This design comes from an exercise in tuning for small area, a short achievable clock period and few clock cycles per item on the open sky130 flow, not from production work.
Function was checked by simulation only, so behaviour that the tests miss may differ from the original.
No activity file was given, so power comes from the tool's default toggle rates.

--- config.mk ---
export PLATFORM = sky130hd
export DESIGN_NAME = indexed_insert_remove_list
export DESIGN_NICKNAME = indexed_insert_remove_list
export VERILOG_FILES = /design/flow/design.v
export SDC_FILE = /design/flow/constraint.sdc
export NUM_CORES = 4
export LEC_CHECK = 0
export CAP_MARGIN = 20
export CELL_PAD_IN_SITES_DETAIL_PLACEMENT = 1
export CELL_PAD_IN_SITES_GLOBAL_PLACEMENT = 1
export CORE_MARGIN = 2
export CORE_UTILIZATION = 50
export CTS_BUF_LIST = sky130_fd_sc_hd__clkbuf_8
export SETUP_SLACK_MARGIN = 2.75
export SLEW_MARGIN = 20
export TNS_END_PERCENT = 5
--- constraint.sdc ---
create_clock -name core_clock -period 5.0 [get_ports {clk}]
set_input_delay 1.0000 -clock core_clock [delete_from_list [all_inputs] [get_ports {clk}]]
set_output_delay 1.0000 -clock core_clock [all_outputs]
set_load 0.01 [all_outputs]
--- design.v ---
package iirl_pkg;
	localparam int CAPACITY_DEF    = 16;
	localparam int VALUE_WIDTH_DEF = 32;
	typedef enum logic [1:0] {
		FUNC_READ   = 2'd0,
		FUNC_INSERT = 2'd1,
		FUNC_REMOVE = 2'd2,
		FUNC_FILL   = 2'd3
	} func_t;
	typedef enum logic [1:0] {
		STAT_OK    = 2'd0,
		STAT_RANGE = 2'd1,
		STAT_FULL  = 2'd2
	} status_t;
	typedef struct packed {
		logic load;
		logic exec;
	} iirl_cmd_t;
endpackage
module iirl_ctrl (
	input  logic clk,
	input  logic arst_n,
	input  logic req_valid,
	output logic req_ready,
	output logic rsp_valid,
	input  logic rsp_ready,
	output logic q_free,    
	output logic exec,      
	output logic o_from_x,  
	output logic o_from_k,  
	output logic k_load,    
	output logic k_busy     
);
	logic q_valid, o_valid, k_valid;
	logic q_valid_d, o_valid_d, k_valid_d;
	logic ready_q, rsp_valid_q;    
	logic take;
	assign take      = o_valid & rsp_ready;
	assign exec      = q_valid & ~k_valid;
	assign q_free    = ~q_valid | ~k_valid;
	assign req_ready = ready_q;
	assign rsp_valid = rsp_valid_q;
	assign o_from_k  = k_valid & take;
	assign o_from_x  = exec & (~o_valid | take);
	assign k_load    = exec & o_valid & ~take;
	assign k_busy    = k_valid;
	assign q_valid_d = (q_free & req_valid) | (q_valid & ~exec);
	assign o_valid_d = o_from_k | o_from_x | (o_valid & ~take);
	assign k_valid_d = k_load | (k_valid & ~take);
	always_ff @(posedge clk or negedge arst_n) begin
		if (!arst_n) begin
			q_valid     <= 1'b0;
			o_valid     <= 1'b0;
			k_valid     <= 1'b0;
			ready_q     <= 1'b1;
			rsp_valid_q <= 1'b0;
		end else begin
			q_valid     <= q_valid_d;
			o_valid     <= o_valid_d;
			k_valid     <= k_valid_d;
			ready_q     <= ~q_valid_d | ~k_valid_d;
			rsp_valid_q <= o_valid_d;
		end
	end
endmodule
module iirl_dpath #(
	parameter int CAPACITY    = iirl_pkg::CAPACITY_DEF,
	parameter int VALUE_WIDTH = iirl_pkg::VALUE_WIDTH_DEF,
	localparam int CNT_W      = $clog2(CAPACITY + 1)
) (
	input  logic                   clk,
	input  logic                   arst_n,
	input  logic                   q_free,
	input  logic                   exec,
	input  logic                   o_from_x,
	input  logic                   o_from_k,
	input  logic                   k_load,
	input  logic                   k_busy,
	input  logic [1:0]             in_func,
	input  logic [CNT_W-1:0]       in_position,
	input  logic [VALUE_WIDTH-1:0] in_value,
	output logic [VALUE_WIDTH-1:0] element,
	output logic [CNT_W-1:0]       count,
	output logic [1:0]             status
);
	localparam int IW = $clog2(CAPACITY);
	localparam logic [CNT_W-1:0] CAP_C = CNT_W'(CAPACITY);
	localparam logic [IW-1:0]    LAST  = IW'(CAPACITY - 1);
	function automatic logic gt4(input logic [IW-1:0] a, input logic [IW-1:0] b);
		logic r;
		r = 1'b0;
		for (int i = 0; i < IW; i++) r = (a[i] & ~b[i]) | (~(a[i] ^ b[i]) & r);
		gt4 = r;
	endfunction
	function automatic logic gt5(input logic [CNT_W-1:0] a, input logic [CNT_W-1:0] b);
		logic r;
		r = 1'b0;
		for (int i = 0; i < CNT_W; i++) r = (a[i] & ~b[i]) | (~(a[i] ^ b[i]) & r);
		gt5 = r;
	endfunction
	logic [CNT_W-1:0]       used_q, used_d;
	logic [CNT_W-1:0]       used_up, used_dn;    
	logic [IW-1:0]          pos_of_q [CAPACITY];
	logic [VALUE_WIDTH-1:0] word_q [CAPACITY];
	logic [CNT_W-1:0]       pos_q;
	logic [VALUE_WIDTH-1:0] val_q;
	logic                   rd_ok, ins_ok, rem_ok, fill_ok;
	iirl_pkg::status_t      status_d;
	localparam int NC = 4;
	logic [CNT_W-1:0] cand [NC];
	logic [NC-1:0]    c_pick, c_lt, c_gt, c_full;
	assign cand[0] = used_q;
	assign cand[1] = used_up;
	assign cand[2] = used_dn;
	assign cand[3] = pos_q;
	assign c_pick[1] = exec & ins_ok;
	assign c_pick[2] = exec & rem_ok;
	assign c_pick[3] = exec & fill_ok;
	assign c_pick[0] = ~(c_pick[1] | c_pick[2] | c_pick[3]);
	for (genvar c = 0; c < NC; c++) begin : g_cmp
		assign c_lt[c]   = gt5(cand[c], in_position);
		assign c_gt[c]   = gt5(in_position, cand[c]);
		assign c_full[c] = (cand[c] == CAP_C);
	end
	logic              in_lt, in_gt, in_full;
	logic              in_rd, in_ins, in_rem, in_fill;
	iirl_pkg::status_t in_status;
	assign in_lt   = |(c_pick & c_lt);
	assign in_gt   = |(c_pick & c_gt);
	assign in_full = |(c_pick & c_full);
	always_comb begin
		in_status = iirl_pkg::STAT_OK;
		in_rd     = 1'b0;
		in_ins    = 1'b0;
		in_rem    = 1'b0;
		in_fill   = 1'b0;
		case (in_func)
			iirl_pkg::FUNC_READ: begin
				if (in_lt) in_rd = 1'b1;
				else in_status = iirl_pkg::STAT_RANGE;
			end
			iirl_pkg::FUNC_INSERT: begin
				if (in_gt) in_status = iirl_pkg::STAT_RANGE;
				else if (in_full) in_status = iirl_pkg::STAT_FULL;
				else in_ins = 1'b1;
			end
			iirl_pkg::FUNC_REMOVE: begin
				if (in_lt) in_rem = 1'b1;
				else in_status = iirl_pkg::STAT_RANGE;
			end
			default: begin
				if (gt5(in_position, CAP_C)) in_status = iirl_pkg::STAT_RANGE;
				else in_fill = 1'b1;
			end
		endcase
	end
	always_ff @(posedge clk) begin
		if (q_free) begin
			pos_q    <= in_position;
			val_q    <= in_value;
			rd_ok    <= in_rd;
			ins_ok   <= in_ins;
			rem_ok   <= in_rem;
			fill_ok  <= in_fill;
			status_d <= in_status;
		end
	end
	logic elem_d;
	assign elem_d = rd_ok | rem_ok;
	always_comb begin
		used_d = used_q;
		if (ins_ok) used_d = used_up;
		if (rem_ok) used_d = used_dn;
		if (fill_ok) used_d = pos_q;
	end
	always_ff @(posedge clk or negedge arst_n) begin
		if (!arst_n) begin
			used_q  <= '0;
			used_up <= CNT_W'(1);
			used_dn <= '1;
		end else if (exec) begin
			used_q <= used_d;
			if (ins_ok) begin
				used_up <= used_up + CNT_W'(1);
				used_dn <= used_q;
			end else if (rem_ok) begin
				used_up <= used_q;
				used_dn <= used_dn - CNT_W'(1);
			end else if (fill_ok) begin
				used_up <= pos_q + CNT_W'(1);
				used_dn <= pos_q - CNT_W'(1);
			end
		end
	end
	logic [IW-1:0] x;
	assign x = pos_q[IW-1:0];
	for (genvar s = 0; s < CAPACITY; s++) begin : g_slot
		logic [IW-1:0] v, nv, step;
		logic at_last, at_x, above_x;
		assign v       = pos_of_q[s];
		assign at_last = &v;
		assign at_x    = (v == x);
		assign above_x = gt4(v, x);
		logic carry;
		always_comb begin
			carry = 1'b1;
			for (int b = 0; b < IW; b++) begin
				step[b] = v[b] ^ carry;
				carry   = carry & (v[b] ^ ~ins_ok);
			end
		end
		assign nv = ins_ok ? (at_last ? x : step) : (at_x ? LAST : step);
		always_ff @(posedge clk or negedge arst_n) begin
			if (!arst_n) pos_of_q[s] <= IW'(s);
			else if (exec && (ins_ok || rem_ok) && (at_x || above_x)) pos_of_q[s] <= nv;
		end
		always_ff @(posedge clk) begin
			if (exec && (fill_ok || (ins_ok && at_last)))
				word_q[s] <= val_q;
		end
	end
	logic [IW-1:0] rd_pos;
	logic          rd_en;
	always_ff @(posedge clk) begin
		if (k_load) begin
			rd_pos <= rem_ok ? LAST : x;
			rd_en  <= elem_d;
		end else if (q_free && (!k_busy || o_from_k)) begin
			rd_pos <= in_position[IW-1:0];
			rd_en  <= in_rd | in_rem;
		end else if (o_from_k) begin
			rd_pos <= x;
			rd_en  <= elem_d;
		end
	end
	logic [VALUE_WIDTH-1:0] rd_word;
	always_comb begin
		rd_word = '0;
		for (int s = 0; s < CAPACITY; s++)
			if (pos_of_q[s] == rd_pos) rd_word = rd_word | word_q[s];
	end
	iirl_pkg::status_t k_status;
	always_ff @(posedge clk) begin
		if (k_load) k_status <= status_d;
	end
	logic [VALUE_WIDTH-1:0] element_q;
	logic [CNT_W-1:0]       count_q;
	iirl_pkg::status_t      status_q;
	always_ff @(posedge clk) begin
		if (o_from_k || o_from_x) begin
			element_q <= rd_en ? rd_word : '0;
			count_q   <= k_busy ? used_q : used_d;
			status_q  <= k_busy ? k_status : status_d;
		end
	end
	assign element = element_q;
	assign count   = count_q;
	assign status  = status_q;
endmodule
module indexed_insert_remove_list #(
	parameter int CAPACITY    = iirl_pkg::CAPACITY_DEF,
	parameter int VALUE_WIDTH = iirl_pkg::VALUE_WIDTH_DEF,
	localparam int CNT_W      = $clog2(CAPACITY + 1)
) (
	input  logic                   clk,
	input  logic                   arst_n,
	input  logic                   req_valid,
	output logic                   req_ready,
	input  logic [1:0]             req_func,
	input  logic [CNT_W-1:0]       req_position,
	input  logic [VALUE_WIDTH-1:0] req_value,
	output logic                   rsp_valid,
	input  logic                   rsp_ready,
	output logic [VALUE_WIDTH-1:0] rsp_element,
	output logic [CNT_W-1:0]       rsp_count,
	output logic [1:0]             rsp_status
);
	logic q_free, exec, o_from_x, o_from_k, k_load, k_busy;
	iirl_ctrl u_ctrl (
		.clk       (clk),
		.arst_n    (arst_n),
		.req_valid (req_valid),
		.req_ready (req_ready),
		.rsp_valid (rsp_valid),
		.rsp_ready (rsp_ready),
		.q_free    (q_free),
		.exec      (exec),
		.o_from_x  (o_from_x),
		.o_from_k  (o_from_k),
		.k_load    (k_load),
		.k_busy    (k_busy)
	);
	iirl_dpath #(
		.CAPACITY    (CAPACITY),
		.VALUE_WIDTH (VALUE_WIDTH)
	) u_dpath (
		.clk         (clk),
		.arst_n      (arst_n),
		.q_free      (q_free),
		.exec        (exec),
		.o_from_x    (o_from_x),
		.o_from_k    (o_from_k),
		.k_load      (k_load),
		.k_busy      (k_busy),
		.in_func     (req_func),
		.in_position (req_position),
		.in_value    (req_value),
		.element     (rsp_element),
		.count       (rsp_count),
		.status      (rsp_status)
	);
endmodule
--- flow/run.sh ---
#!/bin/bash
# The standard layout, with two settings the platform fixes changed:
# the port buffers are plain buffers rather than delay cells, and timing
# repair may resize cells across footprints.
set -euo pipefail
bash standard.sh MATCH_CELL_FOOTPRINT=0 "BUFFER_PORTS_ARGS=-buffer_cell sky130_fd_sc_hd__buf_2" finish > standard.log 2>&1
--- standard.sh ---
#!/bin/bash
# synth_recipe.tcl (not shown) runs the flow's synth.tcl, then flattens the netlist and writes it again
# the make line also repeats each setting of config.mk as NAME=value (left out here)
make -C /OpenROAD-flow-scripts/flow DESIGN_CONFIG=/design/flow/config.mk WORK_HOME=/design/flow/orfs CLKGATE_MAP_FILE= SYNTH_SCRIPT=/design/flow/synth_recipe.tcl "${@:-finish}"
==> results of run 1 <==
[power breakdown]
group / total, mW / switching [mW] / internal, mW
logic: 10.6 / 6.39 / 4.19
registers: 9.70 / 1.56 / 8.14
clock network: 4.94 / 2.31 / 2.63
total: 25.2 / 10.3 / 14.9
[cells in the final DEF, fill, tap and decap left out, types with 32 or more instances in the layout]
| master | instances |
|---|---|
| dfrtp_1 | 38 |
| o211ai_1 | 38 |
| mux2i_1 | 37 |
| ha_1 | 100 |
| o22ai_1 | 33 |
| dfstp_2 | 35 |
| o21a_1 | 32 |
| buf_4 | 102 |
| a21oi_1 | 117 |
| o21ai_0 | 85 |
| and3_1 | 32 |
| a221oi_2 | 42 |
| edfxtp_1 | 601 |
| nand2_1 | 115 |
| clkbuf_8 | 113 |
| a22o_1 | 63 |
| xor2_2 | 42 |
| nand3_1 | 126 |
| buf_2 | 82 |
| inv_1 | 68 |
| nor2_1 | 83 |
| a22oi_1 | 132 |
[per-stage QoR]
| stage | hold slack (ns) | setup slack [ns] |
|---|---|---|
| after floorplan | 0.422 | 2.46 |
| after global placement | 0.440 | 1.85 |
| after detailed placement | 0.437 | 1.80 |
| after CTS | 0.345 | 2.58 |
| after global routing | 0.368 | 2.52 |
| final | 0.348 | 2.56 |
[logic make-up (layout without fill, tap and decap cells)]
| kind of cell | Yosys count | count (layout) |
|---|---|---|
| buffers and inverters | 207 | 488 |
| XOR/XNOR | 70 | 70 |
| AO/OA/AOI/OAI | 651 | 651 |
| AND/OR/NAND/NOR | 503 | 504 |
| flip-flops | 684 | 684 |
| adder cells (fa/ha/maj) | 101 | 101 |
| multiplexers | 54 | 54 |
[per-layer routing]
| metal | share of wire | routed length (um) |
|---|---|---|
| met4 | 0.024 | 2410 |
| met3 | 0.063 | 6310 |
| met5 | 0 | 0 |
| met1 | 0.42 | 42100 |
| met2 | 0.49 | 49800 |
[how the worst min path moves through the flow]
| stage | start | endpoint |
|---|---|---|
| after global placement | u_dpath.status_d[0] | u_dpath.k_status[0] |
| after CTS | arst_n | u_dpath.pos_of_q[13][1] |
| final | arst_n | u_dpath.pos_of_q[13][1] |
| after global routing | arst_n | u_dpath.pos_of_q[13][1] |
| after detailed placement | u_dpath.status_d[0] | u_dpath.k_status[0] |
| after floorplan | u_dpath.status_d[0] | u_dpath.k_status[0] |
[sequential cells by signal, indices dropped and copies added, names as in the netlist, 4 cells and up]
name,cells
u_dpath.word_q,512
u_dpath.pos_of_q,64
u_dpath.element_q,32
u_dpath.val_q,32
u_dpath.count_q,5
u_dpath.pos_q,5
u_dpath.used_dn,5
u_dpath.used_q,5
u_dpath.used_up,5
u_dpath.rd_pos,4
[layout make-up]
cell class                 instances  area (um^2)
timing repair buffer             252         2320
multi-input combinational       1380        10900
sequential                       684        20200
inverter                          34          143
clock inverter                    89          667
fill                            5961        25000
tap                              837         1050
clock buffer                     113         1560
[critical path: stages (launching register included)]
cell and delay [ns]:
edfxtp_1 0.40, buf_4 0.18, buf_4 0.17, xor2_2 0.17
nor4_4 0.07, buf_6 0.13, clkbuf_16 0.18, buf_6 0.12
a22o_1 0.18, a221oi_2 0.27, nand3_1 0.12, o21a_1 0.19
[timing repair]
item	CTS	global route
resized for setup	112	107
buffers inserted	56	40
endpoints found under the setup margin	690	445
pin swaps	16	47
hold buffers	0	0
gates cloned	6	5
==> run_results.csv, run 1 <==
group,metric,value,unit
clock_tree,cts_buffers,112,
place,numPortBuffers,83,
worst_setup_path,cp-endpoint,"u_dpath.element_q[3]",
clock_tree,cts_root_buf,"clkbuf_8",
route,routed_via_density,6.38,
synth,synth_adder_area_share,0.0403,
timing,fin_crit_sh,0.488,
clock_tree,cts_tree,"done",
global_route,grt_use_met3,0.0420,
final_layout,fin_cells,3389,
synth,syn_nets,2414,
die,dieHeight,254,um
synth,yosysTopAreaCell,"edfxtp_1",
die,die_area,0.0648,mm^2
worst_setup_path,reg2reg_from,"u_dpath.rd_pos[2]",
route,routed_wl,101000,um
synth,synth_compound_area_frac,0.149,
final_layout,drive_gt1_frac,0.243,
synth,ys_seq_elements,684,
synth,synth_top_family_by_area,"compound AO/OA/AOI/OAI gates",
status,status,"no timing/DRC/antenna violations",
timing,max_slew_margin,0.377,
synth,synthMuxAreaShare,0.0179,
global_route,grt_use_met2,0.508,
synth,synth-simple-area-share,0.0892,
synth,synthCells,2270,
die,core-area,0.0618,mm^2
synth,syn_area_per_cell,13.8,um^2
clock_tree,cts_max_path_buffers,3,
clock_tree,clk_pin_slew_worst_paths,0.07,ns
synth,synth_cell_types,57,
route,firstDrtPassIters,5,
worst_setup_path,crit_path_end_kind,"flop",
worst_setup_path,start_kind,"flop",
power_and_ir_drop,p_total,25.2,mW
worst_setup_path,reg2reg_slack,2.56,ns
worst_setup_path,worst_r2r_endpoint,"u_dpath.element_q[3]",
worst_setup_path,crit_type,"flop to flop",
timing,finClkSkew,0.0396,ns
final_layout,nNetsFinal,2608,
synth,synthXorXnorAreaFrac,0.0239,
route,dr_total_vias,21600,
route,wl_per_cell,29.7,um
synth,syn_area,0.0314,mm^2
synth,synth_edf_count,601,
global_route,grt_pass1_vias,22200,
hold_path,hold_class,"input pin to async pin",
route,drtIter0Drc,1930,
timing,hold_viol,0,
timing,worst_pin_slew,0.934,ns
final_layout,fin_util,0.596,
clock_tree,cts.sinks,684,
synth,synthFlopType,"edfxtp_1",
global_route,grt_use_met1,0.408,
final_layout,stdcell_area,0.0368,mm^2
place,gp_congestion,0.802,
clock_tree,htree_levels,3,
final_layout,area.growth.synth_to_final,17.4,%
worst_setup_path,crit_required,5.48,ns
global_route,grt_use_total,0.302,
power_and_ir_drop,leakagePower,13.3,nW
global_route,grt-ovfl-total,0,
place,dpl.cell_count,3080,
power_and_ir_drop,max-vdd-ir-drop,0.000404,V
clock_tree,clock_latency,0.73,ns
die,ios,84,
synth,ys_seq_area_frac,0.643,
synth,ys_async_sr_fraction,0.121,
timing,slew_viol_final,0,
global_route,grt_pass1_wl,144000,um
die,die_w,254,um
route,drc_errors,0,
job,drv_cap,0,
final_layout,diodes,0,
global_route,grt_start_max_net_pins,89,
worst_setup_path,crit_path_max_fanout,8,
worst_setup_path,reg2regPathDepth,11,
synth,synth_top_area_frac,0.575,
power_and_ir_drop,p_per_area,684,mW/mm^2
global_route,antenna_found_initial,0,
timing,rsz0062_at_grt,"true",
place,dp_hpwl,51700,um
die,num_rows,91,
die,start_util,0.507,
timing,setup_viol,0,
synth,yosysWarnings,5,
synth,synthTopCellsByCount,"edfxtp_1, a22oi_1, nand2_1, nand3_1, a21oi_1",
timing,fmax,0.410,GHz
route,ant_nets,0,
timing,min_period,2.44,ns
global_route,grt_busiest_layer,"met2",
worst_setup_path,critPathLaunch,"u_dpath.rd_pos[2]",
synth,synth_area_leaders,"edfxtp_1, ha_1, dfrtp_1",
synth,yosysMostFrequentCell,"edfxtp_1",
worst_setup_path,cp.arrival,2.92,ns
timing,finalSetupTns,0,ns
place,place_area,0.0325,mm^2
Testbench counts, summed over its fixed seeds: cycles 32,016, items 32,000.
==> run 2: changes to the inputs <==
--- a/config.mk
+++ b/config.mk
@@ -11,6 +11,5 @@
 export CORE_MARGIN = 2
 export CORE_UTILIZATION = 50
 export CTS_BUF_LIST = sky130_fd_sc_hd__clkbuf_8
-export SETUP_SLACK_MARGIN = 2.75
+export SETUP_SLACK_MARGIN = 2.6
 export SLEW_MARGIN = 20
-export TNS_END_PERCENT = 5
==> run_results.csv, run 2 <==
group,metric,value,unit
status,status,"no timing/DRC/antenna violations",
clock_tree,clk_pin_slew_worst_paths,0.06,ns
timing,hold_viol,0,
power_and_ir_drop,leakagePower,13.0,nW
clock_tree,clock_latency,0.72,ns
timing,hold_ws,0.190,ns
timing,fin_crit_sh,0.490,
timing,max_slew_margin,0.403,
route,routed_via_density,6.31,
place,numPortBuffers,83,
synth,syn_nets,2414,
clock_tree,cts_buffers,111,
hold_path,hold_class,"input pin to async pin",
synth,synth_cell_types,57,
timing,fmax,0.408,GHz
route,top_layer_used,"met4",
synth,synth_top_area_frac,0.575,
power_and_ir_drop,p_clk_frac,0.193,
synth,syn_area_per_cell,13.8,um^2
job,drv_cap,0,
final_layout,drive_gt1_frac,0.245,
timing,setup_ws,2.55,ns
die,num_rows,91,
synth,ys_seq_elements,684,
worst_setup_path,critPathLaunch,"u_dpath.rd_pos[2]",
final_layout,top_regs,"u_dpath.word_q x512, u_dpath.pos_of_q x64",
die,start_util,0.507,
synth,ys_seq_area_frac,0.643,
route,route.met3.wl,5960,um
route,ant_nets,0,
timing,setup_viol,0,
die,core-area,0.0618,mm^2
synth,synth_edf_count,601,
worst_setup_path,cp_num_cells,9,
timing,rsz0062_at_grt,"true",
global_route,grt_pass1_wl,142000,um
synth,yosysMostFrequentCell,"edfxtp_1",
worst_setup_path,crit_path_max_fanout,32,
worst_setup_path,cp.arrival,2.91,ns
final_layout,mostFrequentLayoutCells,"edfxtp_1, a22oi_1, nand3_1, a21oi_1, clkbuf_8",
clock_tree,htree_levels,3,
worst_setup_path,cp_common_cell,"buf_12",
power_and_ir_drop,p_per_area,672,mW/mm^2
worst_setup_path,crit_required,5.46,ns
worst_setup_path,max_stage_delay,0.53,ns
power_and_ir_drop,max-vdd-ir-drop,0.000324,V
timing,min_period,2.45,ns
die,die_w,254,um
worst_setup_path,cp-endpoint,"u_dpath.element_q[12]",
worst_setup_path,critical_path.cell_chain,"buf_12 -> buf_4 -> xor2_2 -> nor4_4 -> buf_12 -> a22o_1 -> a221oi_1 -> nand3_1 -> o21a_1",
final_layout,area.growth.synth_to_final,16.1,%
worst_setup_path,crit_path_end_kind,"flop",
power_and_ir_drop,p_total,24.5,mW
die,ios,84,
clock_tree,cts_max_path_buffers,3,
power_and_ir_drop,combinationalPowerShare,0.412,
final_layout,largest_reg_flops,512,
place,gp_congestion,0.809,
synth,yosysWarnings,5,
power_and_ir_drop,seqPwrFrac,0.395,
place,dpl.cell_count,3074,
final_layout,stdcell_area,0.0364,mm^2
worst_setup_path,reg2reg_slack,2.55,ns
final_layout,final_common_cell,"edfxtp_1",
timing,finClkSkew,0.0361,ns
worst_setup_path,reg2reg_from,"u_dpath.rd_pos[2]",
route,drc_errors,0,
synth,synthTopCellsByCount,"edfxtp_1, a22oi_1, nand2_1, nand3_1, a21oi_1",
route,firstDrtPassIters,5,
route,drtIter0Drc,1685,
power_and_ir_drop,power.switching,9.98,mW
clock_tree,holdBufCountCts,0,
timing,worst_pin_slew,0.892,ns
final_layout,fin_cells,3371,
power_and_ir_drop,switching_share,0.408,
clock_tree,cts_root_buf,"clkbuf_8",
synth,ys_async_sr_fraction,0.121,
clock_tree,cts_tree,"done",
worst_setup_path,crit_family,"compound AO/OA/AOI/OAI gates",
timing,slew_viol_final,0,
place,place_area,0.0324,mm^2
global_route,grt_use_total,0.300,
worst_setup_path,start_kind,"flop",
place,place_ws,1.77,ns
route,wl_met1,40800,um
synth,synth_area_leaders,"edfxtp_1, ha_1, dfrtp_1",
clock_tree,cts.sinks,684,
synth,syn_area,0.0314,mm^2
die,die_area,0.0648,mm^2
worst_setup_path,crit_type,"flop to flop",
worst_setup_path,worst_r2r_endpoint,"u_dpath.element_q[12]",
synth,synthFlopType,"edfxtp_1",
route,wl_per_cell,29.2,um
global_route,grt-ovfl-total,0,
power_and_ir_drop,p_int,14.5,mW
die,dieHeight,254,um
worst_setup_path,path_buf_inv,3,
synth,synthCells,2270,
timing,finalSetupTns,0,ns
final_layout,fin_util,0.589,
global_route,grt_start_max_net_pins,113,
route,dr_total_vias,21300,
global_route,grt_pass1_vias,22000,
synth,yosysTopAreaCell,"edfxtp_1",
worst_setup_path,reg2regPathDepth,9,
route,routed_wl,98400,um
final_layout,top_register,"u_dpath.word_q",
final_layout,nNetsFinal,2585,
worst_setup_path,slowest_stage,"edfxtp_1",
place,dp_hpwl,52200,um
route,routed-wl-met2,48600,um
global_route,antenna_found_initial,1,
==> run 2: worst min-delay path by stage <==
stage | from | to | slack, ns | cells past startpoint
floorplan | u_dpath.status_d[0] | u_dpath.k_status[0] | 0.42 | 0
finish | arst_n | u_dpath.pos_of_q[12][0] | 0.19 | 1
global route | arst_n | u_dpath.pos_of_q[12][0] | 0.17 | 1
CTS | arst_n | u_dpath.pos_of_q[12][0] | 0.14 | 1
detailed placement | u_dpath.status_d[0] | u_dpath.k_status[0] | 0.44 | 0
global placement | u_dpath.status_d[0] | u_dpath.k_status[0] | 0.45 | 0
==> run 2: power groups by stage <==
stage          sequential, mW  clock [mW]  combinational [mW]
2_1_floorplan            8.86           0                6.72
3_3_place_gp             9.83           0                8.18
3_5_place_dp             9.89           0                8.56
4_1_cts                  9.61        4.80                9.26
5_1_grt                  9.83        5.04                10.9
6_report                 9.67        4.72                10.1
==> run 2: final cells by class <==
cell class	count	area (um^2)
Inverter	34	141
Clock inverter	91	556
Tap cell	837	1050
Sequential cell	684	20200
Multi-Input combinational cell	1381	11000
Antenna cell	1	2.50
Fill cell	5997	25400
Clock buffer	114	1570
Timing Repair Buffer	229	1940
==> run 2: worst register-to-register path, delay by kind of cell (launching register included) <==
family,cells,cell delay [ns]
buffers and inverters,3,0.57
XOR/XNOR,1,0.17
AO/OA/AOI/OAI,3,0.74
AND/OR/NAND/NOR,2,0.17
flip-flops,1,0.53
==> run 2: repair_timing <==
item                       4_1_cts  5_1_grt
gates resized for setup         93      122
buffers inserted                31       53
cloned                           4        3
setup endpoints to repair      650      192
hold endpoints to repair         0        0
pin swaps                        4       43
==> run 2: logic make-up after synthesis <==
family                     share of synthesized area
buffers and inverters                         0.0363
DFF                                            0.643
AOI/OAI and AO/OA                              0.149
and+or+nand+nor                               0.0892
adders and majority gates                     0.0403
muxes                                         0.0179
xor gates and xnor gates                      0.0239
==> run 2: layer usage <==
layer / vias up / track usage
met4: 0 / 0.107
met5: - / 0
met3: 184 / 0.0436
li1: 9306 / -
met1: 11000 / 0.398
met2: 786 / 0.504
==> run 3: changes to the inputs <==
--- a/config.mk
+++ b/config.mk
@@ -5,11 +5,12 @@
 export SDC_FILE = /design/flow/constraint.sdc
 export NUM_CORES = 4
 export LEC_CHECK = 0
-export CAP_MARGIN = 20
+export CAP_MARGIN = 5
 export CELL_PAD_IN_SITES_DETAIL_PLACEMENT = 1
 export CELL_PAD_IN_SITES_GLOBAL_PLACEMENT = 1
 export CORE_MARGIN = 2
 export CORE_UTILIZATION = 50
 export CTS_BUF_LIST = sky130_fd_sc_hd__clkbuf_8
-export SETUP_SLACK_MARGIN = 2.6
-export SLEW_MARGIN = 20
+export SETUP_SLACK_MARGIN = 2.9
+export SLEW_MARGIN = 5
+export TNS_END_PERCENT = 5
==> run_results.csv, run 3 <==
group,metric,value,unit
status,status,"no timing/DRC/antenna violations",
global_route,grt_use_total,0.308,
worst_setup_path,reg2reg_from,"u_dpath.rd_pos[1]",
final_layout,final_common_cell,"edfxtp_1",
global_route,antenna_found_initial,3,
synth,synthTopCellsByCount,"edfxtp_1, a22oi_1, nand2_1, nand3_1, a21oi_1",
clock_tree,cts.sinks,684,
final_layout,drive_gt1_frac,0.269,
die,ios,84,
route,firstDrtPassIters,6,
timing,fin_crit_sh,0.485,
worst_setup_path,worst_r2r_endpoint,"u_dpath.element_q[17]",
die,num_rows,91,
final_layout,fill_cells,5957,
power_and_ir_drop,p_per_area,674,mW/mm^2
route,routed_via_density,6.37,
worst_setup_path,reg2reg_slack,2.57,ns
synth,synthCells,2270,
worst_setup_path,crit_type,"flop to flop",
global_route,grt-ovfl-total,0,
global_route,grt_pass1_vias,22100,
global_route,grt_pass1_wl,145000,um
timing,setup_viol,0,
synth,yosysMostFrequentCell,"edfxtp_1",
clock_tree,cts_root_buf,"clkbuf_8",
power_and_ir_drop,leakagePower,13.5,nW
route,drc_errors,0,
synth,ys_async_sr_fraction,0.121,
route,ant_nets,0,
final_layout,top_regs,"u_dpath.word_q x512, u_dpath.pos_of_q x64",
hold_path,hold_class,"input pin to async pin",
final_layout,area.growth.synth_to_final,18.9,%
route,drtIter0Drc,1917,
power_and_ir_drop,max-vdd-ir-drop,0.000354,V
synth,synth_cell_types,57,
route,routed_wl,104000,um
final_layout,nNetsFinal,2664,
job,drv_cap,0,
synth,ys_seq_area_frac,0.643,
final_layout,largest_reg_flops,512,
synth,yosysTopAreaCell,"edfxtp_1",
synth,synth_area_leaders,"edfxtp_1, ha_1, dfrtp_1",
place,dp_hpwl,54900,um
worst_setup_path,reg2regPathDepth,10,
place,place_area,0.0325,mm^2
worst_setup_path,start_kind,"flop",
synth,synthFlopType,"edfxtp_1",
timing,slew_viol_final,0,
die,start_util,0.507,
worst_setup_path,max_stage_delay,0.41,ns
clock_tree,holdBufCountCts,0,
die,die_w,254,um
final_layout,top_register,"u_dpath.word_q",
clock_tree,clock_latency,0.74,ns
clock_tree,cts_max_path_buffers,3,
timing,hold_ws,0.412,ns
timing,worst_pin_slew,0.989,ns
synth,synth_edf_count,601,
synth,yosysWarnings,5,
die,dieHeight,254,um
synth,syn_nets,2414,
synth,ys_seq_elements,684,
power_and_ir_drop,p_total,25.1,mW
synth,syn_area_per_cell,13.8,um^2
route,dr_total_vias,22000,
global_route,grt_start_max_net_pins,156,
timing,finalSetupTns,0,ns
clock_tree,clk_pin_slew_worst_paths,0.06,ns
worst_setup_path,slowest_stage,"edfxtp_1",
final_layout,mostFrequentLayoutCells,"edfxtp_1, buf_4, a22oi_1, clkbuf_8, nand3_1",
timing,finClkSkew,0.0327,ns
timing,fmax,0.412,GHz
die,die_area,0.0648,mm^2
synth,synth_top_area_frac,0.575,
timing,max_slew_margin,0.341,
worst_setup_path,critical_path.cell_chain,"buf_12 -> buf_4 -> xor2_4 -> nor4_4 -> buf_12 -> buf_4 -> a22o_1 -> a221oi_2 -> nand3_1 -> o21a_1",
worst_setup_path,cp.arrival,2.90,ns
place,numPortBuffers,83,
clock_tree,cts_buffers,111,
timing,hold_viol,0,
worst_setup_path,crit_path_end_kind,"flop",
final_layout,stdcell_area,0.0373,mm^2
final_layout,fin_util,0.603,
clock_tree,htree_levels,3,
timing,rsz0062_at_grt,"true",
synth,syn_area,0.0314,mm^2
route,wl_per_cell,30.1,um
clock_tree,cts_tree,"done",
place,gp_congestion,0.822,
worst_setup_path,crit_required,5.47,ns
worst_setup_path,crit_path_max_fanout,7,
timing,min_period,2.43,ns
die,core-area,0.0618,mm^2
==> run 3: layout make-up <==
| class | instances | area [um^2] | area share |
|---|---|---|---|
| flip-flops and latches | 684 | 20200 | 0.542 |
| multi-input cells | 1389 | 11300 | 0.303 |
| repair buffers | 300 | 2590 | 0.0694 |
| clock buffers | 116 | 1600 | 0.0428 |
| well taps | 837 | 1050 | 0.0281 |
| clock inverters | 90 | 424 | 0.0114 |
| inverters | 34 | 146 | 0.00392 |
| diodes | 2 | 5.00 | 0.000134 |
==> run 3: metrics by stage <==
| stage | setup WS (ns) | std cells |
|---|---|---|
| finish | 2.57 | 3452 |
| global route | 2.51 | 3451 |
| CTS | 2.58 | 3362 |
| detailed placement | 1.71 | 3085 |
| global placement | 1.80 | 3085 |
| floorplan | 2.65 | 2270 |
==> run 3: routing by layer <==
| metal | GRT usage | up-vias | wire length (um) |
|---|---|---|---|
| li1 | - | 9489 | - |
| met1 | 0.406 | 11400 | 41700 |
| met2 | 0.512 | 873 | 51400 |
| met3 | 0.0566 | 222 | 7240 |
| met4 | 0.110 | 0 | 3630 |
| met5 | 0 | - | 0 |
==> run 3: what timing repair did <==
item | in CTS | in global routing
buffers inserted | 62 | 80
pin swaps | 19 | 61
resized for setup | 111 | 161
setup endpoints to repair | 727 | 721
gates cloned | 9 | 8
==> run 3: worst max-delay path, delay by kind of cell (launching register included) <==
family          cells  cell delay [ns]
compound gates      3             0.74
buf+inv             4             0.64
flops               1             0.41
simple gates        2             0.22
xor+xnor            1             0.16
==> run 3: cells by family (layout without fill, tap and decap cells) <==
logic type      Yosys count  count (layout)  synth area share
buf+inv                 207             540            0.0363
other cells               0               2                 0
flops                   684             684             0.643
simple gates            503             513            0.0892
xor+xnor                 70              70            0.0239
fa+ha+maj               101             101            0.0403
mux                      54              54            0.0179
compound gates          651             651             0.149
==> run 3: worst max path at each step <==
stage	start	to	slack (ns)	cells after the start
after CTS	u_ctrl.ready_q	req_ready	2.58	1
after detailed placement	u_ctrl.k_valid	u_dpath.word_q[13][1]	1.71	3
after global placement	u_ctrl.k_valid	u_dpath.word_q[13][1]	1.80	3
final	u_dpath.rd_pos[1]	u_dpath.element_q[17]	2.57	10
after floorplan	req_position[2]	u_dpath.status_d[1]	2.65	7
after global routing	u_dpath.rd_pos[1]	u_dpath.element_q[11]	2.51	9
==> run 3: power by group <==
part	switching, mW	leakage (nW)	internal (mW)	total [mW]
sequential	1.60	6.53	8.14	9.74
combinational	6.51	5.79	4.34	10.8
clock	2.33	1.20	2.21	4.54
==> run 4: changes to the inputs <==
--- a/config.mk
+++ b/config.mk
@@ -11,6 +11,6 @@
 export CORE_MARGIN = 2
 export CORE_UTILIZATION = 50
 export CTS_BUF_LIST = sky130_fd_sc_hd__clkbuf_8
-export SETUP_SLACK_MARGIN = 2.9
+export SETUP_SLACK_MARGIN = 2.75
 export SLEW_MARGIN = 5
 export TNS_END_PERCENT = 5
==> run_results.csv, run 4 <==
group,metric,value,unit
synth,synth_top_area_frac,0.575,
synth,synth_edf_count,601,
clock_tree,htree_levels,3,
global_route,antenna_found_initial,1,
clock_tree,cts.sinks,684,
final_layout,top_regs,"u_dpath.word_q x512, u_dpath.pos_of_q x64",
global_route,grt_start_max_net_pins,89,
clock_tree,cts_max_path_buffers,3,
worst_setup_path,crit_required,5.46,ns
timing,fin_crit_sh,0.483,
global_route,grt_pass1_wl,144000,um
synth,ys_seq_area_frac,0.643,
timing,hold_viol,0,
clock_tree,cts_tree,"done",
synth,ys_async_sr_fraction,0.121,
final_layout,fin_util,0.592,
power_and_ir_drop,p_per_area,677,mW/mm^2
final_layout,fill_cells,5922,
timing,rsz0062_at_grt,"true",
timing,finClkSkew,0.0467,ns
hold_path,hold_class,"input pin to async pin",
clock_tree,cts_buffers,114,
status,status,"no timing/DRC/antenna violations",
place,dp_hpwl,51700,um
synth,yosysMostFrequentCell,"edfxtp_1",
route,dr_total_vias,21500,
worst_setup_path,start_kind,"flop",
global_route,grt_pass1_vias,22200,
place,numPortBuffers,83,
synth,synthFlopType,"edfxtp_1",
final_layout,largest_reg_flops,512,
timing,max_slew_margin,0.308,
worst_setup_path,crit_type,"flop to flop",
worst_setup_path,crit_path_end_kind,"flop",
synth,syn_nets,2414,
final_layout,top_register,"u_dpath.word_q",
global_route,grt-ovfl-total,0,
die,dieHeight,254,um
die,die_area,0.0648,mm^2
worst_setup_path,crit_path_max_fanout,32,
clock_tree,clock_latency,0.74,ns
synth,syn_area,0.0314,mm^2
timing,setup_viol,0,
timing,fmax,0.414,GHz
synth,yosysWarnings,5,
final_layout,area.growth.synth_to_final,16.7,%
die,num_rows,91,
power_and_ir_drop,max-vdd-ir-drop,0.000532,V
worst_setup_path,cp.arrival,2.87,ns
route,drtIter0Drc,1772,
synth,synthCells,2270,
synth,synth_cell_types,57,
final_layout,nNetsFinal,2595,
die,core-area,0.0618,mm^2
global_route,grt_use_total,0.303,
timing,slew_viol_final,0,
route,drc_errors,0,
timing,min_period,2.42,ns
synth,syn_area_per_cell,13.8,um^2
clock_tree,holdBufCountCts,0,
die,ios,84,
die,die_w,254,um
final_layout,final_common_cell,"edfxtp_1",
power_and_ir_drop,p_total,24.8,mW
power_and_ir_drop,leakagePower,13.2,nW
synth,synth_area_leaders,"edfxtp_1, ha_1, dfrtp_1",
route,wl_per_cell,29.4,um
timing,worst_pin_slew,1.04,ns
clock_tree,clk_pin_slew_worst_paths,0.06,ns
route,firstDrtPassIters,5,
route,ant_nets,0,
final_layout,mostFrequentLayoutCells,"edfxtp_1, a22oi_1, nand3_1, clkbuf_8, a21oi_1",
synth,synthTopCellsByCount,"edfxtp_1, a22oi_1, nand2_1, nand3_1, a21oi_1",
die,start_util,0.507,
place,gp_congestion,0.802,
route,routed_wl,99500,um
job,drv_cap,0,
synth,yosysTopAreaCell,"edfxtp_1",
final_layout,drive_gt1_frac,0.237,
synth,ys_seq_elements,684,
route,routed_via_density,6.35,
timing,finalSetupTns,0,ns
clock_tree,cts_root_buf,"clkbuf_8",
[run 4: cell counts after synthesis]
No cell type changed its count.
[run 4: logic make-up (layout without fill, tap and decap cells)]
kind of cell    after synthesis  count (layout)  synth area share
buf+inv                     207             477            0.0363
mux                          54              54            0.0179
flops                       684             684             0.643
compound gates              651             651             0.149
simple gates                503             505            0.0892
fa+ha+maj                   101             101            0.0403
other cells                   0               1                 0
xor+xnor                     70              70            0.0239
[run 4: cell type report]
type / count / area [um^2] / share of cell area
antenna: 1 / 2.50 / 0.0000684
multi-input combinational: 1381 / 10800 / 0.295
timing repair buffer: 236 / 2200 / 0.0601
clock inverter: 87 / 552 / 0.0151
inverter: 34 / 143 / 0.00390
tap: 837 / 1050 / 0.0286
clock buffer: 120 / 1650 / 0.0451
sequential: 684 / 20200 / 0.552
[run 4: routing by layer]
layer | track usage | share of wire | vias up
met5 | 0 | 0 | -
met4 | 0.0855 | 0.022 | 0
met3 | 0.0381 | 0.059 | 171
met2 | 0.516 | 0.50 | 761
met1 | 0.409 | 0.42 | 11200
li1 | - | - | 9323
[run 4: final timing paths]
kind / start / endpoint / slack (ns) / cells after the start
setup reg to reg: u_dpath.rd_pos[0] / u_dpath.element_q[29] / 2.58 / 9
max in group asynchronous: arst_n / u_ctrl.k_valid / 3.56 / 2
hold / removal: arst_n / u_dpath.pos_of_q[13][1] / 0.35 / 1
min in group core_clock: req_value[12] / u_dpath.val_q[12] / 0.45 / 1
hold reg to reg: u_dpath.status_d[0] / u_dpath.k_status[0] / 0.46 / 0
setup / recovery: u_dpath.rd_pos[0] / u_dpath.element_q[29] / 2.58 / 9
[run 4: per-stage QoR]
| step | hold slack (ns) | area [um^2] | worst slack (ns) | std cells |
|---|---|---|---|---|
| floorplan | 0.422 | 31500 | 2.46 | 2270 |
| global placement | 0.440 | 32500 | 1.85 | 3080 |
| detailed placement | 0.447 | 32500 | 1.82 | 3080 |
| CTS | 0.339 | 35700 | 2.57 | 3332 |
| global route | 0.372 | 36600 | 2.54 | 3380 |
| finish | 0.354 | 36600 | 2.58 | 3380 |
[run 4: repair_timing]
item                       4_1_cts  5_1_grt
setup buffers                   40       41
pin swaps                       12       30
cloned                           5        6
gates resized for setup        121       77
setup endpoints to repair      690      583
[run 4: power by group]
| part | internal [mW] | switching, mW | total (mW) |
|---|---|---|---|
| sequential | 8.13 | 1.58 | 9.71 |
| clock | 2.54 | 2.33 | 4.87 |
| combinational | 4.01 | 6.21 | 10.2 |
| total | 14.7 | 10.1 | 24.8 |
[run 4: critical path: stages, from the launching register on]
cell	delay (ns)
edfxtp_1	0.41
buf_12	0.16
buf_4	0.18
xor2_2	0.18
nor4_4	0.08
buf_12	0.19
a22o_1	0.28
a221oi_2	0.20
nand3_1	0.18
o21a_1	0.23
==> run 5: changes to the inputs <==
--- a/config.mk
+++ b/config.mk
@@ -11,6 +11,7 @@
 export CORE_MARGIN = 2
 export CORE_UTILIZATION = 50
 export CTS_BUF_LIST = sky130_fd_sc_hd__clkbuf_8
+export PLACE_DENSITY = 0.72
 export SETUP_SLACK_MARGIN = 2.75
 export SLEW_MARGIN = 5
 export TNS_END_PERCENT = 5
==> run_results.csv, run 5 <==
group,metric,value,unit
synth,yosysTopAreaCell,"edfxtp_1",
place,place_ws,1.75,ns
synth,synth_compound_area_frac,0.149,
worst_setup_path,reg2regPathDepth,9,
worst_setup_path,crit_path_end_kind,"flop",
clock_tree,cts_root_buf,"clkbuf_8",
synth,synthFlopType,"edfxtp_1",
timing,hold_viol,0,
synth,yosysWarnings,5,
synth,synth_top_area_frac,0.575,
die,die_w,254,um
timing,hold_ws,0.372,ns
clock_tree,clk_pin_slew_worst_paths,0.06,ns
route,drtIter0Drc,2184,
route,dr_total_vias,21700,
timing,finClkSkew,0.0457,ns
timing,finalSetupTns,0,ns
final_layout,area.growth.synth_to_final,16.6,%
synth,yosysMostFrequentCell,"edfxtp_1",
timing,setup_viol,0,
worst_setup_path,crit_type,"flop to flop",
timing,min_period,2.40,ns
synth,ys_seq_elements,684,
place,dp_hpwl,52000,um
synth,synth_top_family_by_area,"compound AO/OA/AOI/OAI gates",
global_route,antenna_found_initial,2,
synth,synthTopCellsByCount,"edfxtp_1, a22oi_1, nand2_1, nand3_1, a21oi_1",
power_and_ir_drop,max-vdd-ir-drop,0.000405,V
power_and_ir_drop,p_per_area,674,mW/mm^2
route,firstDrtPassIters,7,
synth,syn_nets,2414,
die,start_util,0.507,
worst_setup_path,crit_required,5.48,ns
die,ios,84,
timing,setup_ws,2.60,ns
timing,max_slew_margin,0.305,
place,numPortBuffers,83,
final_layout,final_common_cell,"edfxtp_1",
route,ant_nets,0,
clock_tree,htree_levels,3,
worst_setup_path,worst_r2r_endpoint,"u_dpath.element_q[23]",
clock_tree,cts_max_path_buffers,3,
power_and_ir_drop,p_total,24.6,mW
global_route,grt-ovfl-total,0,
synth,synth_area_leaders,"edfxtp_1, ha_1, dfrtp_1",
synth,ys_seq_area_frac,0.643,
timing,slew_viol_final,0,
timing,worst_pin_slew,1.04,ns
die,dieHeight,254,um
global_route,grt_use_total,0.297,
worst_setup_path,start_kind,"flop",
final_layout,top_register,"u_dpath.word_q",
worst_setup_path,cp.arrival,2.88,ns
final_layout,stdcell_area,0.0366,mm^2
route,routed_via_density,6.43,
synth,syn_area_per_cell,13.8,um^2
worst_setup_path,cp_num_cells,9,
final_layout,drive_gt1_frac,0.240,
clock_tree,cts.sinks,684,
worst_setup_path,reg2reg_slack,2.60,ns
worst_setup_path,critPathLaunch,"u_dpath.rd_pos[3]",
power_and_ir_drop,leakagePower,13.1,nW
job,drv_cap,0,
place,gp_congestion,0.856,
clock_tree,cts_tree,"done",
hold_path,hold_class,"input pin to async pin",
synth,synthMuxAreaShare,0.0179,
timing,fin_crit_sh,0.480,
global_route,grt_pass1_vias,22300,
worst_setup_path,slowest_stage,"edfxtp_1",
synth,synthXorXnorAreaFrac,0.0239,
worst_setup_path,crit_family,"compound AO/OA/AOI/OAI gates",
clock_tree,clock_latency,0.75,ns
worst_setup_path,cp-endpoint,"u_dpath.element_q[23]",
route,routed_wl,99200,um
route,wl_met1,39700,um
final_layout,top_regs,"u_dpath.word_q x512, u_dpath.pos_of_q x64",
status,status,"no timing/DRC/antenna violations",
die,num_rows,91,
global_route,grt_start_max_net_pins,86,
route,top_layer_used,"met4",
worst_setup_path,reg2reg_from,"u_dpath.rd_pos[3]",
synth,synth-simple-area-share,0.0892,
die,die_area,0.0648,mm^2
worst_setup_path,critical_path.cell_chain,"buf_12 -> buf_12 -> xor2_1 -> nor4_4 -> buf_12 -> a22o_1 -> a221oi_1 -> nand3_1 -> o21a_1",
synth,ys_async_sr_fraction,0.121,
die,core-area,0.0618,mm^2
final_layout,fin_util,0.591,
clock_tree,cts_buffers,110,
route,route.met3.wl,6330,um
final_layout,nNetsFinal,2588,
timing,rsz0062_at_grt,"true",
route,drc_errors,0,
route,routed-wl-met2,49500,um
worst_setup_path,cp_common_cell,"buf_12",
timing,fmax,0.416,GHz
global_route,grt_pass1_wl,142000,um
synth,synth_adder_area_share,0.0403,
worst_setup_path,path_buf_inv,3,
place,place_area,0.0324,mm^2
place,dpl.cell_count,3070,
synth,synth_cell_types,57,
synth,synth_edf_count,601,
final_layout,fin_cells,3371,
synth,synthCells,2270,
worst_setup_path,max_stage_delay,0.41,ns
final_layout,largest_reg_flops,512,
final_layout,mostFrequentLayoutCells,"edfxtp_1, a22oi_1, nand3_1, a21oi_1, clkbuf_8",
synth,syn_area,0.0314,mm^2
route,wl_per_cell,29.4,um
worst_setup_path,crit_path_max_fanout,32,
## run 5: changes by cell type in the layout (fill, tap and decap cells not counted), sizes merged
cell / before / now
buf: 227 / 220
clkbuf: 129 / 124
bufinv: 6 / 2
inv: 74 / 77
nand2: 131 / 134
and2: 2 / 3
## run 5: area by class of cell
| class | instances | area (um^2) |
|---|---|---|
| Fill cell | 5984 | 25300 |
| Sequential cell | 684 | 20200 |
| Multi-Input combinational cell | 1385 | 11000 |
| Timing Repair Buffer | 229 | 2090 |
| Clock buffer | 115 | 1580 |
| Tap cell | 837 | 1050 |
| Clock inverter | 86 | 458 |
| Inverter | 34 | 143 |
| Antenna cell | 1 | 2.50 |
## run 5: layer usage
layer	track usage	up-vias
li1	-	9324
met5	0	-
met1	0.391	11200
met2	0.499	927
met3	0.0471	237
met4	0.107	0
## run 5: timing repair
item	CTS	global route
setup endpoints to repair	700	494
endpoints found under the hold margin	0	0
pin swaps	8	32
resized for setup	105	135
setup buffers	45	39
hold buffers	0	0
gates cloned	6	9
## run 5: worst min-delay path by stage
stage                                    to  depth (start not counted)  slack, ns                 from
floorplan               u_dpath.k_status[0]                          0       0.42  u_dpath.status_d[0]
global placement        u_dpath.k_status[1]                          0       0.44  u_dpath.status_d[1]
detailed placement      u_dpath.k_status[1]                          0       0.43  u_dpath.status_d[1]
CTS                 u_dpath.pos_of_q[13][1]                          1       0.36               arst_n
global route               u_dpath.val_q[1]                          1       0.39         req_value[1]
finish              u_dpath.pos_of_q[13][1]                          1       0.37               arst_n
## run 5: where the power goes
| group | switching [mW] | total, mW | internal, mW |
|---|---|---|---|
| sequential | 1.54 | 9.68 | 8.14 |
| combinational | 6.38 | 10.4 | 4.04 |
| clock | 2.29 | 4.54 | 2.25 |
| total | 10.2 | 24.6 | 14.4 |
## run 5: cells by family (layout without fill, tap and decap cells)
| logic type | count (synthesis) | in the layout |
|---|---|---|
| AND/OR/NAND/NOR | 503 | 509 |
| AO/OA/AOI/OAI | 651 | 651 |
| flip-flops | 684 | 684 |
| other | 0 | 1 |
| buffers and inverters | 207 | 464 |
| XOR/XNOR | 70 | 70 |
| adder cells (fa/ha/maj) | 101 | 101 |
| multiplexers | 54 | 54 |
## run 5: worst register-to-register path: stages, from the launching register on
cell,delay (ns)
edfxtp_1,0.41
buf_12,0.16
buf_12,0.16
xor2_1,0.24
nor4_4,0.09
buf_12,0.20
a22o_1,0.27
a221oi_1,0.26
nand3_1,0.16
o21a_1,0.21
==> run 6: changes to the inputs <==
--- a/config.mk
+++ b/config.mk
@@ -11,7 +11,7 @@
 export CORE_MARGIN = 2
 export CORE_UTILIZATION = 50
 export CTS_BUF_LIST = sky130_fd_sc_hd__clkbuf_8
-export PLACE_DENSITY = 0.72
+export GPL_ROUTABILITY_DRIVEN = 0
 export SETUP_SLACK_MARGIN = 2.75
 export SLEW_MARGIN = 5
 export TNS_END_PERCENT = 5
==> run_results.csv, run 6 <==
group,metric,value,unit
clock_tree,cts_max_path_buffers,3,
route,dr_total_vias,21500,
power_and_ir_drop,p_per_area,677,mW/mm^2
worst_setup_path,slowest_stage,"edfxtp_1",
route,drtIter0Drc,1772,
final_layout,multi_input_area,0.0108,mm^2
timing,finClkSkew,0.0467,ns
route,routed_wl,99500,um
job,drv_cap,0,
final_layout,fill_cells,5922,
power_and_ir_drop,leakagePower,13.2,nW
die,dieHeight,254,um
worst_setup_path,cp.arrival,2.87,ns
global_route,grt_pass1_vias,22200,
clock_tree,clk_pin_slew_worst_paths,0.06,ns
die,die_area,0.0648,mm^2
route,routed_via_density,6.35,
place,numPortBuffers,83,
synth,ys_async_sr_fraction,0.121,
clock_tree,cts_buffers,114,
synth,yosysMostFrequentCell,"edfxtp_1",
clock_tree,holdBufCountCts,0,
synth,ys_seq_elements,684,
global_route,antenna_found_initial,1,
synth,synth_top_area_frac,0.575,
worst_setup_path,cp_common_cell,"buf_12",
power_and_ir_drop,p_total,24.8,mW
final_layout,top_regs,"u_dpath.word_q x512, u_dpath.pos_of_q x64",
synth,syn_nets,2414,
timing,fmax,0.414,GHz
final_layout,mostFrequentLayoutCells,"edfxtp_1, a22oi_1, nand3_1, clkbuf_8, a21oi_1",
worst_setup_path,crit_type,"flop to flop",
synth,synth_area_leaders,"edfxtp_1, ha_1, dfrtp_1",
timing,worst_pin_slew,1.04,ns
route,firstDrtPassIters,5,
power_and_ir_drop,max-vdd-ir-drop,0.000532,V
clock_tree,cts.sinks,684,
worst_setup_path,max_stage_delay,0.41,ns
final_layout,top_register,"u_dpath.word_q",
clock_tree,cts_tree,"done",
synth,synthTopCellsByCount,"edfxtp_1, a22oi_1, nand2_1, nand3_1, a21oi_1",
final_layout,fin_cells,3380,
die,start_util,0.507,
die,die_w,254,um
clock_tree,cts_root_buf,"clkbuf_8",
timing,slew_viol_final,0,
worst_setup_path,critical_path.cell_chain,"buf_12 -> buf_4 -> xor2_2 -> nor4_4 -> buf_12 -> a22o_1 -> a221oi_2 -> nand3_1 -> o21a_1",
synth,synthCells,2270,
hold_path,hold_class,"input pin to async pin",
timing,min_period,2.42,ns
final_layout,stdcell_area,0.0366,mm^2
route,ant_nets,0,
synth,syn_area_per_cell,13.8,um^2
timing,finalSetupTns,0,ns
synth,yosysTopAreaCell,"edfxtp_1",
final_layout,largest_reg_flops,512,
global_route,grt_pass1_wl,144000,um
final_layout,final_common_cell,"edfxtp_1",
place,dp_hpwl,51700,um
die,core-area,0.0618,mm^2
global_route,grt_start_max_net_pins,89,
clock_tree,htree_levels,3,
final_layout,drive_gt1_frac,0.237,
timing,setup_viol,0,
synth,synth_cell_types,57,
worst_setup_path,crit_path_end_kind,"flop",
synth,yosysWarnings,5,
worst_setup_path,start_kind,"flop",
clock_tree,clock_latency,0.74,ns
timing,fin_crit_sh,0.483,
timing,hold_viol,0,
status,status,"no timing/DRC/antenna violations",
global_route,grt_use_total,0.303,
route,drc_errors,0,
place,dpl.cell_count,3080,
timing,hold_ws,0.354,ns
global_route,grt-ovfl-total,0,
route,wl_per_cell,29.4,um
timing,rsz0062_at_grt,"true",
synth,syn_area,0.0314,mm^2
die,ios,84,
final_layout,nNetsFinal,2595,
worst_setup_path,crit_path_max_fanout,32,
worst_setup_path,crit_required,5.46,ns
place,place_area,0.0325,mm^2
die,num_rows,91,
final_layout,area.growth.synth_to_final,16.7,%
timing,max_slew_margin,0.308,
final_layout,regArea,0.0202,mm^2
synth,synth_edf_count,601,
synth,ys_seq_area_frac,0.643,
synth,synthFlopType,"edfxtp_1",
-- run 6: final cells by class --
cell class | count | area share
Sequential cell | 684 | 0.552
Multi-Input combinational cell | 1381 | 0.295
Timing Repair Buffer | 236 | 0.0601
Clock buffer | 120 | 0.0451
Tap cell | 837 | 0.0286
Clock inverter | 87 | 0.0151
Inverter | 34 | 0.00390
Antenna cell | 1 | 0.0000684
-- run 6: path summary, 6_finish.rpt --
kind                                          start                       to  slack (ns)  depth (start not counted)
worst max-delay path              u_dpath.rd_pos[0]    u_dpath.element_q[29]        2.58                          9
worst min-delay path                         arst_n  u_dpath.pos_of_q[13][1]        0.35                          1
worst max register to register    u_dpath.rd_pos[0]    u_dpath.element_q[29]        2.58                          9
worst min register to register  u_dpath.status_d[0]      u_dpath.k_status[0]        0.46                          0
max in group asynchronous                    arst_n           u_ctrl.k_valid        3.56                          2
min in group core_clock               req_value[12]        u_dpath.val_q[12]        0.45                          1
-- run 6: critical path: cells and delay by family (launching register included) --
kind / cells / cell delay [ns]
AND/OR/NAND/NOR: 2 / 0.26
buffers and inverters: 3 / 0.53
flip-flops: 1 / 0.41
AO/OA/AOI/OAI: 3 / 0.71
XOR/XNOR: 1 / 0.18
-- run 6: what timing repair did --
item / CTS / global route
buffers inserted: 40 / 41
pin swaps: 12 / 30
hold endpoints to repair: 0 / 0
endpoints found under the setup margin: 690 / 583
cloned: 5 / 6
resized for setup: 121 / 77
-- run 6: report_power, final --
group          internal (mW)  switching, mW
sequential              8.13           1.58
combinational           4.01           6.21
clock                   2.54           2.33
total                   14.7           10.1
-- run 6: through the flow --
stage,setup slack (ns),util
floorplan,2.46,-
finish,2.58,0.592
global placement,1.85,0.526
CTS,2.57,0.578
detailed placement,1.82,0.526
global route,2.54,0.592
-- run 6: cells by family (layout without fill, tap and decap cells) --
family / count (synthesis) / after routing / synth area share
compound gates: 651 / 651 / 0.149
simple gates: 503 / 505 / 0.0892
flops: 684 / 684 / 0.643
buf+inv: 207 / 477 / 0.0363
xor+xnor: 70 / 70 / 0.0239
fa+ha+maj: 101 / 101 / 0.0403
other cells: 0 / 1 / 0
mux: 54 / 54 / 0.0179
-- run 6: layer usage --
layer  wire (um)  global-route usage  part of all wire
met1       41700               0.409              0.42
met2       49700               0.516              0.50
met3        5870              0.0381             0.059
met4        2200              0.0855             0.022
met5           0                   0                 0
==> run 7: changes to the inputs <==
--- a/config.mk
+++ b/config.mk
@@ -6,12 +6,11 @@
 export NUM_CORES = 4
 export LEC_CHECK = 0
 export CAP_MARGIN = 5
-export CELL_PAD_IN_SITES_DETAIL_PLACEMENT = 1
-export CELL_PAD_IN_SITES_GLOBAL_PLACEMENT = 1
+export CELL_PAD_IN_SITES_DETAIL_PLACEMENT = 0
+export CELL_PAD_IN_SITES_GLOBAL_PLACEMENT = 0
 export CORE_MARGIN = 2
 export CORE_UTILIZATION = 50
 export CTS_BUF_LIST = sky130_fd_sc_hd__clkbuf_8
-export GPL_ROUTABILITY_DRIVEN = 0
 export SETUP_SLACK_MARGIN = 2.75
 export SLEW_MARGIN = 5
 export TNS_END_PERCENT = 5
==> run_results.csv, run 7 <==
group,metric,value,unit
timing,fin_crit_sh,0.480,
route,ant_nets,0,
power_and_ir_drop,p_total,24.0,mW
synth,syn_area,0.0314,mm^2
job,drv_cap,0,
synth,synth_edf_count,601,
timing,slew_viol_final,0,
die,die_area,0.0648,mm^2
die,die_w,254,um
synth,syn_nets,2414,
timing,worst_pin_slew,0.919,ns
final_layout,area.growth.synth_to_final,15.5,%
final_layout,drive_gt1_frac,0.231,
global_route,grt_start_max_net_pins,152,
die,num_rows,91,
route,wl_per_cell,26.9,um
clock_tree,cts_max_path_buffers,3,
synth,synth_top_area_frac,0.575,
final_layout,nNetsFinal,2591,
synth,synthFlopType,"edfxtp_1",
power_and_ir_drop,max-vdd-ir-drop,0.000343,V
synth,synthCells,2270,
timing,min_period,2.40,ns
route,firstDrtPassIters,6,
synth,synth-simple-area-share,0.0892,
place,place_ws,1.77,ns
synth,synth_cell_types,57,
worst_setup_path,start_kind,"flop",
worst_setup_path,reg2reg_slack,2.60,ns
clock_tree,holdBufCountCts,0,
final_layout,largest_reg_flops,512,
route,routed_wl,90500,um
clock_tree,cts_tree,"done",
synth,synth_compound_area_frac,0.149,
timing,hold_viol,0,
global_route,grt_use_total,0.273,
global_route,antenna_found_initial,0,
power_and_ir_drop,p_per_area,662,mW/mm^2
synth,ys_seq_area_frac,0.643,
synth,syn_area_per_cell,13.8,um^2
place,dp_hpwl,46900,um
clock_tree,clk_pin_slew_worst_paths,0.06,ns
synth,yosysWarnings,5,
synth,yosysTopAreaCell,"edfxtp_1",
status,status,"no timing/DRC/antenna violations",
timing,finClkSkew,0.0449,ns
timing,rsz0062_at_grt,"true",
final_layout,final_common_cell,"edfxtp_1",
power_and_ir_drop,leakagePower,13.1,nW
synth,synth_area_leaders,"edfxtp_1, ha_1, dfrtp_1",
place,numPortBuffers,83,
timing,setup_ws,2.60,ns
clock_tree,cts_root_buf,"clkbuf_8",
worst_setup_path,critPathLaunch,"u_dpath.rd_pos[0]",
timing,setup_viol,0,
route,dr_total_vias,21200,
hold_path,hold_class,"input pin to async pin",
synth,synth_adder_area_share,0.0403,
synth,synth_top_family_by_area,"compound AO/OA/AOI/OAI gates",
route,routed_via_density,6.28,
clock_tree,htree_levels,3,
final_layout,top_regs,"u_dpath.word_q x512, u_dpath.pos_of_q x64",
worst_setup_path,crit_type,"flop to flop",
clock_tree,clock_latency,0.74,ns
timing,max_slew_margin,0.387,
route,drc_errors,0,
final_layout,mostFrequentLayoutCells,"edfxtp_1, a22oi_1, nand3_1, a21oi_1, nand2_1",
synth,synthXorXnorAreaFrac,0.0239,
die,start_util,0.507,
final_layout,top_register,"u_dpath.word_q",
clock_tree,cts.sinks,684,
worst_setup_path,crit_path_end_kind,"flop",
worst_setup_path,worst_r2r_endpoint,"u_dpath.element_q[8]",
place,gp_congestion,0.855,
synth,ys_seq_elements,684,
worst_setup_path,crit_required,5.49,ns
die,dieHeight,254,um
worst_setup_path,crit_path_max_fanout,32,
die,core-area,0.0618,mm^2
synth,yosysMostFrequentCell,"edfxtp_1",
worst_setup_path,reg2reg_from,"u_dpath.rd_pos[0]",
die,ios,84,
final_layout,diodes,0,
synth,ys_async_sr_fraction,0.121,
global_route,grt_pass1_wl,131000,um
clock_tree,cts_buffers,109,
route,drtIter0Drc,2161,
global_route,grt-ovfl-total,0,
worst_setup_path,reg2regPathDepth,9,
synth,synthMuxAreaShare,0.0179,
timing,fmax,0.417,GHz
timing,finalSetupTns,0,ns
global_route,grt_pass1_vias,20400,
worst_setup_path,cp.arrival,2.90,ns
synth,synthTopCellsByCount,"edfxtp_1, a22oi_1, nand2_1, nand3_1, a21oi_1",
## run 7: worst max path at each step
| stage | end | slack, ns | depth (start not counted) |
|---|---|---|---|
| after floorplan | u_dpath.word_q[10][0] | 2.46 | 4 |
| after global placement | u_dpath.word_q[12][30] | 1.86 | 3 |
| after detailed placement | u_dpath.word_q[13][30] | 1.77 | 6 |
| after CTS | rsp_element[9] | 2.57 | 1 |
| after global routing | u_dpath.pos_of_q[4][0] | 2.54 | 8 |
| final | u_dpath.element_q[8] | 2.60 | 9 |
## run 7: layer usage
metal | global-route usage | part of all wire | vias up
met5 | 0 | 0 | -
met4 | 0.0812 | 0.024 | 0
met3 | 0.0382 | 0.076 | 147
met2 | 0.451 | 0.48 | 927
met1 | 0.377 | 0.42 | 10800
li1 | - | - | 9324
## run 7: cell type report
type                       instances  area (um^2)
sequential                       684        20200
timing repair buffer             236         2000
fill                            4904        25600
clock inverter                    83          414
inverter                          34          143
multi-input combinational       1382        10900
clock buffer                     115         1580
tap                              837         1050
## run 7: power breakdown
part / leakage (nW) / switching, mW / internal [mW]
combinational: 5.33 / 5.98 / 3.94
clock: 1.20 / 2.23 / 2.19
sequential: 6.53 / 1.52 / 8.13
## run 7: worst max-delay path, stage by stage (launching register included)
cell and delay (ns):
edfxtp_1 0.43, buf_12 0.16, buf_4 0.19, xor2_1 0.23, nor4_4 0.09, buf_12 0.20, a22o_1 0.26, a221oi_2 0.25
nand3_1 0.14, o21a_1 0.21
## run 7: through the flow
stage	utilization	cell area (um^2)	instances	hold slack (ns)
after floorplan	-	31500	2270	0.422
after global placement	0.524	32400	3069	0.443
after detailed placement	0.524	32400	3069	0.450
after CTS	0.569	35200	3326	0.345
after global routing	0.586	36200	3371	0.379
final	0.586	36200	3371	0.363
## run 7: cells by family after synthesis
group,count (synthesis)
AO/OA/AOI/OAI,651
XOR/XNOR,70
adder cells (fa/ha/maj),101
flip-flops,684
multiplexers,54
AND/OR/NAND/NOR,503
buffers and inverters,207
## run 7: what timing repair did
item | CTS | global route
endpoints found under the setup margin | 697 | 618
resized for setup | 56 | 121
cloned | 3 | 6
pin swaps | 10 | 17
buffers inserted | 56 | 39

-- port drivers added, routing unchanged --
The flow's constraints put no driver on any port. The routed layouts listed below were extracted and timed again, unchanged, in two steps. Step 1 assumes that a clkbuf_16 drives the clock port and a buf_2 every other input. Step 2 moves the port delays by t, midway between the first and last clock arrival at a register: inputs arrive t later, outputs are due t later. That takes back most of the time a late clock gives input paths. a / b / c = ideal ports / drivers / drivers and shift; a / b = the first two.
run | t, ns | setup WS [ns] | hold WS [ns]
run 1 | 0.776 | 2.562 / 2.533 / 2.004 | 0.348 / 0.310 / 0.450
run 2 | 0.770 | 2.548 / 2.548 / 1.958 | 0.190 / 0.157 / 0.456
run 3 | 0.789 | 2.573 / 2.569 / 2.137 | 0.412 / 0.373 / 0.453
run 4 | 0.778 | 2.584 / 2.539 / 1.996 | 0.354 / 0.321 / 0.457
run 5 | 0.791 | 2.598 / 2.562 / 2.100 | 0.372 / 0.340 / 0.446
run 6 | 0.778 | 2.584 / 2.539 / 1.996 | 0.354 / 0.321 / 0.457
run 7 | 0.780 | 2.600 / 2.546 / 2.089 | 0.363 / 0.326 / 0.454
After both steps every run listed still meets setup and hold. For run 2, which loses most, drivers alone change the setup slack by 0.000 ns; drivers and shift together by -0.590 ns.
